This design comes from an exercise in tuning for small area, a short achievable clock period and few clock cycles per item on the open sky130 flow, not from production work. Function was checked by simulation only, so behaviour that the tests miss may differ from the original.

## mm_top
module mm_top
(
  input  logic        clk_i,
  input  logic        rst_i,
  input  logic        in_valid_i,
  input  logic [35:0] in_beat_i,
  output logic        in_ready_o,
  output logic        z_valid_o,
  output logic [79:0] z_o,
  input  logic        z_ready_i,
  output logic        busy_o
);
  logic         hold;
  logic         bx;
  logic [1:0]   brow;
  logic         bx_next;
  logic [1:0]   brow_next;
  logic [127:0] x;
  logic [31:0]  w;
  logic [31:0]  y;
  logic         comp;
  logic         wr;
  logic         last;
  logic [1:0]   row;
  logic [19:0]  zrow;
  mm_load_buffer i_load_buffer (
    .clk_i       ( clk_i      ),
    .rst_i       ( rst_i      ),
    .in_valid_i  ( in_valid_i ),
    .in_beat_i   ( in_beat_i  ),
    .in_ready_o  ( in_ready_o ),
    .hold_i      ( hold       ),
    .bx_o        ( bx         ),
    .brow_o      ( brow       ),
    .bx_next_o   ( bx_next    ),
    .brow_next_o ( brow_next  ),
    .x_o         ( x          ),
    .w_o         ( w          ),
    .y_o         ( y          ),
    .comp_o      ( comp       )
  );
  mm_engine i_engine (
    .clk_i       ( clk_i      ),
    .rst_i       ( rst_i      ),
    .comp_i      ( comp       ),
    .bx_i        ( bx         ),
    .brow_i      ( brow       ),
    .bx_next_i   ( bx_next    ),
    .brow_next_i ( brow_next  ),
    .x_i         ( x          ),
    .w_i         ( w          ),
    .y_i         ( y          ),
    .zv_i        ( z_valid_o  ),
    .z_ready_i   ( z_ready_i  ),
    .hold_o      ( hold       ),
    .wr_o        ( wr         ),
    .last_o      ( last       ),
    .row_o       ( row        ),
    .z_o         ( zrow       )
  );
  mm_z_buffer i_z_buffer (
    .clk_i     ( clk_i     ),
    .rst_i     ( rst_i     ),
    .wr_i      ( wr        ),
  ...
Size: about 590 flip-flops, ~120 I/O pins, roughly 0.028 mm² of cells after synthesis.
export LEC_CHECK = 0
export CAP_MARGIN = 20
export CORE_MARGIN = 2
export CORE_UTILIZATION = 40
export CTS_CLUSTER_DIAMETER = 110
export CTS_CLUSTER_SIZE = 26
export GPL_ROUTABILITY_DRIVEN = 0
export SETUP_SLACK_MARGIN = 4.35
export SLEW_MARGIN = 20
create_clock -name core_clock -period 7.0 [get_ports {clk_i}]
standard.sh (not shown) runs the stock make flow with config.mk's settings and CLKGATE_MAP_FILE= SYNTH_SCRIPT=/design/flow/synth_recipe.tcl, a recipe that flattens the netlist after the stock synthesis.
==> flow/flow/run.sh <==
#!/bin/bash
# Layout with the standard flow; the only change is the port buffers:
# every input and output port still gets one, but as buf_1 rather than the
# delay cell the flow's default choice picks.
set -euo pipefail
export BUFFER_PORTS_ARGS="-buffer_cell sky130_fd_sc_hd__buf_1"
bash standard.sh synth > synth.log 2>&1
bash standard.sh > layout.log 2>&1
The first run finished clean.
Testbench counts at the start, summed over its fixed seeds: cycles 3,136, jobs 512.
Next try:
--- a/flow/config.mk
+++ b/flow/config.mk
@@ -11,5 +11,4 @@
 export CTS_CLUSTER_DIAMETER = 110
 export CTS_CLUSTER_SIZE = 26
-export GPL_ROUTABILITY_DRIVEN = 0
-export SETUP_SLACK_MARGIN = 4.35
+export SETUP_SLACK_MARGIN = 4.3
 export SLEW_MARGIN = 20
Result:
- register-to-register slack stays flat
- via count barely changes
- hold slack gains 0.0041 ns
- design area drops by 1.1%
- setup slack is worse by 0.017 ns
Next try:
==> flow/run.sh (new file) <==
#!/bin/bash
# synth_recipe.tcl (not shown) runs the flow's synth.tcl, then flattens the netlist and writes it again
# the make line also repeats each setting of config.mk as NAME=value (left out here)
make -C /OpenROAD-flow-scripts/flow DESIGN_CONFIG=/design/flow/config.mk WORK_HOME=/design/flow/orfs CLKGATE_MAP_FILE= SYNTH_SCRIPT=/design/flow/synth_recipe.tcl finish
--- a/flow/config.mk
+++ b/flow/config.mk
@@ -11,4 +11,4 @@
 export CTS_CLUSTER_DIAMETER = 110
 export CTS_CLUSTER_SIZE = 26
-export SETUP_SLACK_MARGIN = 4.3
+export SETUP_SLACK_MARGIN = 4.45
 export SLEW_MARGIN = 20
removed: flow/flow/run.sh
removed: flow/standard.sh
The changed run passed the timing, design-rule and antenna checks.
Clock skew hardly moves.
Core utilization went up by 1.9 points.
Count of clock-buffer cells in the layout increases by 2.
Worst setup slack improved by 0.058 ns.
Fmax rises by 2.2%.
Next try:
==> flow/flow/run.sh (new file) <==
#!/bin/bash
# Layout with the standard flow; the only change is the port buffers:
# every input and output port still gets one, but as buf_1 rather than the
# delay cell the flow's default choice picks.
set -euo pipefail
export BUFFER_PORTS_ARGS="-buffer_cell sky130_fd_sc_hd__buf_1"
bash standard.sh synth > synth.log 2>&1
bash standard.sh > layout.log 2>&1
==> flow/standard.sh (new file) <==
#!/bin/bash
# synth_recipe.tcl (not shown) runs the flow's synth.tcl, then flattens the netlist and writes it again
# the make line also repeats each setting of config.mk as NAME=value (left out here)
make -C /OpenROAD-flow-scripts/flow DESIGN_CONFIG=/design/flow/config.mk WORK_HOME=/design/flow/orfs CLKGATE_MAP_FILE= SYNTH_SCRIPT=/design/flow/synth_recipe.tcl "${@:-finish}"
--- a/flow/config.mk
+++ b/flow/config.mk
@@ -8,7 +8,7 @@
 export CAP_MARGIN = 20
 export CORE_MARGIN = 2
-export CORE_UTILIZATION = 40
+export CORE_UTILIZATION = 44
 export CTS_CLUSTER_DIAMETER = 110
 export CTS_CLUSTER_SIZE = 26
-export SETUP_SLACK_MARGIN = 4.45
+export SETUP_SLACK_MARGIN = 4.35
 export SLEW_MARGIN = 20
removed: flow/run.sh
=> Setup slack gets better by 0.049 ns; sequential share of layout area went up by 1.9 points; cell count went down by 2.4%; area after synthesis stays the same; die area went down by 9.0%; utilization went up by 3.0 points; critical path depth went down by 2.

========
Starting RTL as in the previous note.
==> flow/design.v (excerpt) <==
module mm_top
(
  input  logic        clk_i,
  input  logic        rst_i,
  input  logic        in_valid_i,
  input  logic [35:0] in_beat_i,
  output logic        in_ready_o,
  output logic        z_valid_o,
  output logic [79:0] z_o,
  input  logic        z_ready_i,
  output logic        busy_o
);
  logic         hold;
  logic         bx;
  logic [1:0]   brow;
  logic         bx_next;
  logic [1:0]   brow_next;
  logic [127:0] x;
  logic [31:0]  w;
  logic [31:0]  y;
  logic         comp;
  logic         wr;
  logic         last;
  logic [1:0]   row;
  logic [19:0]  zrow;
  mm_load_buffer i_load_buffer (
    .clk_i       ( clk_i      ),
    .rst_i       ( rst_i      ),
    .in_valid_i  ( in_valid_i ),
    .in_beat_i   ( in_beat_i  ),
    .in_ready_o  ( in_ready_o ),
    .hold_i      ( hold       ),
    .bx_o        ( bx         ),
    .brow_o      ( brow       ),
    .bx_next_o   ( bx_next    ),
    .brow_next_o ( brow_next  ),
    .x_o         ( x          ),
    .w_o         ( w          ),
    .y_o         ( y          ),
    .comp_o      ( comp       )
  );
  mm_engine i_engine (
    .clk_i       ( clk_i      ),
    .rst_i       ( rst_i      ),
    .comp_i      ( comp       ),
    .bx_i        ( bx         ),
    .brow_i      ( brow       ),
    .bx_next_i   ( bx_next    ),
    .brow_next_i ( brow_next  ),
    .x_i         ( x          ),
    .w_i         ( w          ),
    .y_i         ( y          ),
  ...
==> flow/config.mk <==
export PLATFORM = sky130hd
export DESIGN_NAME = mm_top
export DESIGN_NICKNAME = mm_top
export VERILOG_FILES = /design/flow/design.v
export SDC_FILE = /design/flow/constraint.sdc
export NUM_CORES = 4
export LEC_CHECK = 0
export CAP_MARGIN = 20
export CORE_MARGIN = 2
export CORE_UTILIZATION = 48
export CTS_CLUSTER_DIAMETER = 110
export CTS_CLUSTER_SIZE = 26
export SETUP_SLACK_MARGIN = 4.4
export SLEW_MARGIN = 20
==> flow/constraint.sdc <==
create_clock -name core_clock -period 7.0 [get_ports {clk_i}]
set_input_delay 1.4000 -clock core_clock [delete_from_list [all_inputs] [get_ports {clk_i}]]
set_output_delay 1.4000 -clock core_clock [all_outputs]
set_load 0.01 [all_outputs]
==> flow/flow/run.sh <==
#!/bin/bash
# Layout with the standard flow; the only change is the port buffers:
# every input and output port still gets one, but as buf_1 rather than the
# delay cell the flow's default choice picks.
set -euo pipefail
export BUFFER_PORTS_ARGS="-buffer_cell sky130_fd_sc_hd__buf_1"
bash standard.sh synth > synth.log 2>&1
bash standard.sh > layout.log 2>&1
The first run finished with timing, DRC and antenna clean.
Testbench counts at the start, summed over its fixed seeds: cycles 3,136, jobs 512.
Then changed:
CORE_UTILIZATION = 40   (was 48)
CTS_BUF_LIST = sky130_fd_sc_hd__clkbuf_8   (was default)
CTS_CLUSTER_DIAMETER = 90   (was 110)
CTS_CLUSTER_SIZE = 20   (was 26)
SETUP_SLACK_MARGIN = 4.35   (was 4.4)
Critical path depth is lower by 2.
Flip-flop and latch count does not change.
Area after synthesis is unchanged.
Design area came out lower slightly.
Maximum frequency falls by a few percent.

## separate check: timing with driven ports
How much do the figures lean on ideal ports? The routed layouts below were timed once more, with nothing changed but the port constraints.
Step 1 sets driving cells, clkbuf_16 on the clock port and buf_2 on the other inputs (assumed; they add their load-dependent delay and slew).
Step 2 times the ports against the registers' clock, not the clock port: input delays grow and output delays shrink by t, the midpoint of the rising clock arrivals with the driver on.
Three values: ideal ports, drivers, drivers and shift; two values: the first two.
run	t (ns)	setup slack, ns	hold WS [ns]	worst setup path after step 2
the first run of note 1	0.670	4.310 / 4.345 / 3.675	0.332 / 0.332 / 0.332	input to register
the second run of note 1	0.658	4.293 / 4.331 / 3.673	0.336 / 0.336 / 0.336	input to register
the third run of note 1	0.668	4.351 / 4.351 / 3.865	0.334 / 0.334 / 0.334	input to register
the fourth run of note 1	0.656	4.400 / 4.380 / 3.791	0.336 / 0.336 / 0.336	input to register
the first run of note 2	0.671	4.366 / 4.366 / 3.794	0.333 / 0.333 / 0.333	input to register
the second run of note 2	0.684	4.294 / 4.328 / 3.644	0.341 / 0.341 / 0.341	input to register
After both steps setup and hold are still met in every run listed. For the second run of note 2, which loses most, drivers alone change the setup slack by +0.034 ns; drivers and shift together by -0.650 ns.
